This design comes from an exercise in tuning for small area, a short achievable clock period and few clock cycles per item on the open sky130 flow, not from production work. Function was checked by simulation only, so behaviour that the tests miss may differ from the original.

== build 64 ==
## argb_over_blend_unit
module argb_over_blend_unit (
  input  logic                clk,
  input  logic                rst_n,
  input  logic                in_valid,
  output logic                in_stall,
  input  aob_pkg::pix_t       in_fg_argb,
  input  aob_pkg::pix_t       in_bg_argb,
  output logic                out_valid,
  input  logic                out_stall,
  output aob_pkg::pix_t       out_argb
);
make LEC_CHECK=0 CAP_MARGIN=20 CORE_MARGIN=2 CORE_UTILIZATION=65 CTS_BUF_LIST=sky130_fd_sc_hd__clkbuf_8 CTS_CLUSTER_DIAMETER=100 CTS_CLUSTER_SIZE=14 SETUP_SLACK_MARGIN=2.9 SLEW_MARGIN=20 TNS_END_PERCENT=10 finish   # period 6.0 ns
run.sh (not shown) runs the stock make flow with config.mk's settings and CLKGATE_MAP_FILE= SYNTH_SCRIPT=/design/flow/synth_recipe.tcl, a recipe that flattens the netlist after the stock synthesis.
Build 64 finished all stages; the layout is clean.
Testbench counts of build 64, summed over its fixed seeds: cycles 16,064, items 16,000.
## Diff of input files: build 85 against build 64
- a deleted TNS_END_PERCENT that had been 10
- a change of CORE_UTILIZATION from 65 to 60
- Compared with build 64, build 85 improves worst setup slack.
- Summary of build 85 over build 64: non-clock buffer count has increased.
- The via count reported for build 85 is lower than the one for build 64.
- The post-cts gate resize count in build 85 was higher than what build 64 gave.
- Delta (build 85 minus build 64): share of cell area taken by multi-input logic gates moved down; total detailed-routing wirelength shows an increase of 1.2%; worst path buffer plus inverter count moved up; sequential cell area share fell 0.57 points.
Edits applied to the flow inputs when going from build 85 to build 26:
- CTS_BUF_LIST: sky130_fd_sc_hd__clkbuf_8 -> sky130_fd_sc_hd__clkbuf_16
- CTS_CLUSTER_SIZE: 14 -> 20
[summary]
[compare] base=build 85 new=build 26: core utilization saw an increase. Re critical path's largest stage delay: build 85 and build 26 aren't equal, and the higher value belongs to build 26. [build 26] post-cts resize count rose 32% relative to build 85. On minimum setup slack among reg-to-reg paths, build 85 beats build 26. Between build 85 and build 26, the cell count went down. Final instance area grows slightly when moving from build 85 to build 26. [build 26 vs build 85] time the final worst path needs with I/O delays and setup: higher in build 26. The non-clock buffer total of the final layout in build 26 was higher than what build 85 gave. As far as share of final layout cell area taken by non-clock buffers is concerned, build 26 and build 85 perform about the same.
What build 88 does differently from build 26 at the input level:
- clearing CTS_BUF_LIST, which used to be sky130_fd_sc_hd__clkbuf_16
- clearing CTS_CLUSTER_DIAMETER, which used to be 100
- clearing CTS_CLUSTER_SIZE, which used to be 20
==> summary.txt <==
The met3 track utilization from global routing number comes out higher for build 88 vs build 26.
Between build 88 and build 26, the post-CTS resize count is lower for build 88.
Layout overhead on the synthesized area delta for build 88 relative to build 26: 3.2 points higher
Build 26 -> build 88: post-detailed-placement cell area delta 0, exact match
Portion of the layout cell area used by non-clock buffers delta (build 88 -> build 26): insignificant
Build 88 reports a higher global router's overall resource usage than build 26 does.
Via count of the first global-routing pass up about 1.8% in build 88 wrt build 26
Build 26 → build 88: design area increased 2.8%; critical path depth increased 2; fraction of standard cell area in multi-input logic decreased 1.2 points.

Starting RTL as in the previous note.
## argb_over_blend_unit
module argb_over_blend_unit (
  input  logic                clk,
  input  logic                rst_n,
  input  logic                in_valid,
  output logic                in_stall,
  input  aob_pkg::pix_t       in_fg_argb,
  input  aob_pkg::pix_t       in_bg_argb,
  output logic                out_valid,
  input  logic                out_stall,
  output aob_pkg::pix_t       out_argb
);
Settings: LEC_CHECK=0, CAP_MARGIN=20, CORE_MARGIN=2, CORE_UTILIZATION=65, CTS_BUF_LIST=sky130_fd_sc_hd__clkbuf_8, SETUP_SLACK_MARGIN=2.9, SLEW_MARGIN=20; clock period 6.0 ns.
Testbench counts at the start, summed over its fixed seeds: cycles 16,064, items 16,000.
Edit:
--- a/flow/config.mk
+++ b/flow/config.mk
@@ -10,2 +10,2 @@
-export CORE_UTILIZATION = 65
-export CTS_BUF_LIST = sky130_fd_sc_hd__clkbuf_8
+export CORE_UTILIZATION = 60
+export CTS_BUF_LIST = sky130_fd_sc_hd__clkbuf_4 sky130_fd_sc_hd__clkbuf_8
Result: The changed run finished with timing, DRC and antenna clean. Worst setup slack degrades by 0.0072 ns. First-iteration DRC count decreases by roughly a tenth. Count of clock-buffer cells in the layout increases by 36. Design area stays flat. Hold slack degrades by 0.0055 ns.
Edit:
--- a/flow/config.mk
+++ b/flow/config.mk
@@ -10,2 +10,4 @@
-export CORE_UTILIZATION = 60
-export CTS_BUF_LIST = sky130_fd_sc_hd__clkbuf_4 sky130_fd_sc_hd__clkbuf_8
+export CORE_UTILIZATION = 65
+export CTS_BUF_LIST = sky130_fd_sc_hd__clkbuf_8
+export CTS_CLUSTER_DIAMETER = 100
+export CTS_CLUSTER_SIZE = 14
What happened: The changed run finished clean; register-to-register slack is about the same; worst setup slack improved by 0.0075 ns; synthesized cell count stays the same.
Edit:
--- a/flow/config.mk
+++ b/flow/config.mk
@@ -10 +10 @@
-export CORE_UTILIZATION = 65
+export CORE_UTILIZATION = 60
@@ -12,2 +12,2 @@
-export CTS_CLUSTER_DIAMETER = 100
-export CTS_CLUSTER_SIZE = 14
+export CTS_CLUSTER_DIAMETER = 80
+export CTS_CLUSTER_SIZE = 12
=> The changed run finished with timing, DRC and antenna clean; wire length rises by 1.5%; global-route usage falls by 1.8 points; clock-buffer cell count rises by 14; core utilization falls by 4.9 points; die area rises by 8.2%; setup slack improves by 0.015 ns; design area rises by 0.98%; synthesized area is unchanged.

argb_over_blend_unit again, from the RTL that the note above started with.
Settings: LEC_CHECK=0, CAP_MARGIN=20, CORE_MARGIN=2, CORE_UTILIZATION=60, CTS_BUF_LIST=sky130_fd_sc_hd__clkbuf_8, PLACE_DENSITY=0.72, SETUP_SLACK_MARGIN=2.9, SLEW_MARGIN=20; clock period 6.0 ns.
The first run finished clean.
Testbench counts at the start, summed over its fixed seeds: cycles 16,064, items 16,000.
Rerun with:
- PLACE_DENSITY: 0.72 -> not set
- SETUP_SLACK_MARGIN: 2.9 -> 2.7
Clock skew decreases by 0.013 ns.
Die area stays the same.
Final area goes down by 1.4%.
Worst setup slack degrades by 0.22 ns.
Core utilization falls by 0.94 points.
Routed wire length rose by 6.6%.
Rerun with:
- CORE_UTILIZATION: 60 -> 70
- CTS_CLUSTER_DIAMETER: not set -> 100
- CTS_CLUSTER_SIZE: not set -> 14
- SETUP_SLACK_MARGIN: 2.7 -> 2.9
Effect:
- The changed run completed without violations
- design area falls by 1.3%
- via count rises by 3.0%
- worst setup slack gains 0.14 ns
- routed wire length climbs by 2.8%
- critical path depth shrinks by 2
Rerun with:
- CORE_UTILIZATION: 70 -> 60
- SETUP_SLACK_MARGIN: 2.9 -> 3.0
The new run finished clean.
Synthesized area is unchanged.
Final area is higher by 2.3%.
Hold slack improves by 0.032 ns.
Wire length stays flat.
Non-clock buffer count is higher by 57.
Sequential cell count is unchanged.
Setup slack improves by 0.060 ns.
Clock skew is lower by 0.027 ns.
Rerun with:
- CTS_BUF_LIST: sky130_fd_sc_hd__clkbuf_8 -> sky130_fd_sc_hd__clkbuf_4 sky130_fd_sc_hd__clkbuf_8
- CTS_CLUSTER_DIAMETER: 100 -> not set
- CTS_CLUSTER_SIZE: 14 -> not set
- SETUP_SLACK_MARGIN: 3.0 -> 3.1
Outcome: Wire length rose by 5.3%. Worst hold slack is worse by 0.028 ns. Cell count went up by 3.9%. Die area stays the same.

-- re-timing with driven ports --
How much do the figures lean on ideal ports? The routed layouts below were timed once more, with nothing changed but the port constraints.
Step 1, drivers: a clkbuf_16 drives clk and a buf_2 each remaining input, both assumed.
Step 2 times the ports against the registers' clock, not the clock port: input delays grow and output delays shrink by t, the midpoint of the rising clock arrivals with the driver on.
Slacks: no drivers / after step 1 / after step 2; pairs: no drivers / after step 1.
run | t, ns | setup WS [ns] | worst register clock-pin slew, ns | worst data-port slew with drivers (ns) | cell pins on the clock port's net
build 64 | 0.760 | 2.786 / 2.826 / 2.066 | 0.11 / 0.11 | 0.06 | 1
build 85 | 0.773 | 2.875 / 2.875 / 2.180 | 0.11 / 0.11 | 0.05 | 1
build 26 | 0.670 | 2.843 / 2.843 / 2.286 | 0.09 / 0.09 | 0.05 | 1
build 88 | 0.705 | 2.773 / 2.773 / 2.270 | 0.07 / 0.07 | 0.05 | 1
the first run of note 2 | 0.804 | 2.904 / 2.904 / 2.201 | 0.07 / 0.07 | 0.05 | 1
the second run of note 2 | 0.798 | 2.897 / 2.897 / 2.179 | 0.07 / 0.07 | 0.05 | 1
the third run of note 2 | 0.760 | 2.904 / 2.904 / 2.237 | 0.11 / 0.11 | 0.04 | 1
the fourth run of note 2 | 0.742 | 2.919 / 2.945 / 2.219 | 0.10 / 0.10 | 0.05 | 1
the first run of note 3 | 0.794 | 2.954 / 2.959 / 2.165 | 0.07 / 0.07 | 0.06 | 1
the second run of note 3 | 0.808 | 2.738 / 2.738 / 1.979 | 0.08 / 0.08 | 0.05 | 1
the third run of note 3 | 0.792 | 2.875 / 2.875 / 2.147 | 0.11 / 0.11 | 0.05 | 1
the fourth run of note 3 | 0.770 | 2.934 / 2.934 / 2.219 | 0.11 / 0.11 | 0.05 | 1
the fifth run of note 3 | 0.824 | 2.977 / 2.977 / 2.403 | 0.07 / 0.07 | 0.05 | 1
After both steps setup and hold are still met in every run listed. For the first run of note 3, which loses most, drivers alone change the setup slack by +0.005 ns; drivers and shift together by -0.789 ns.
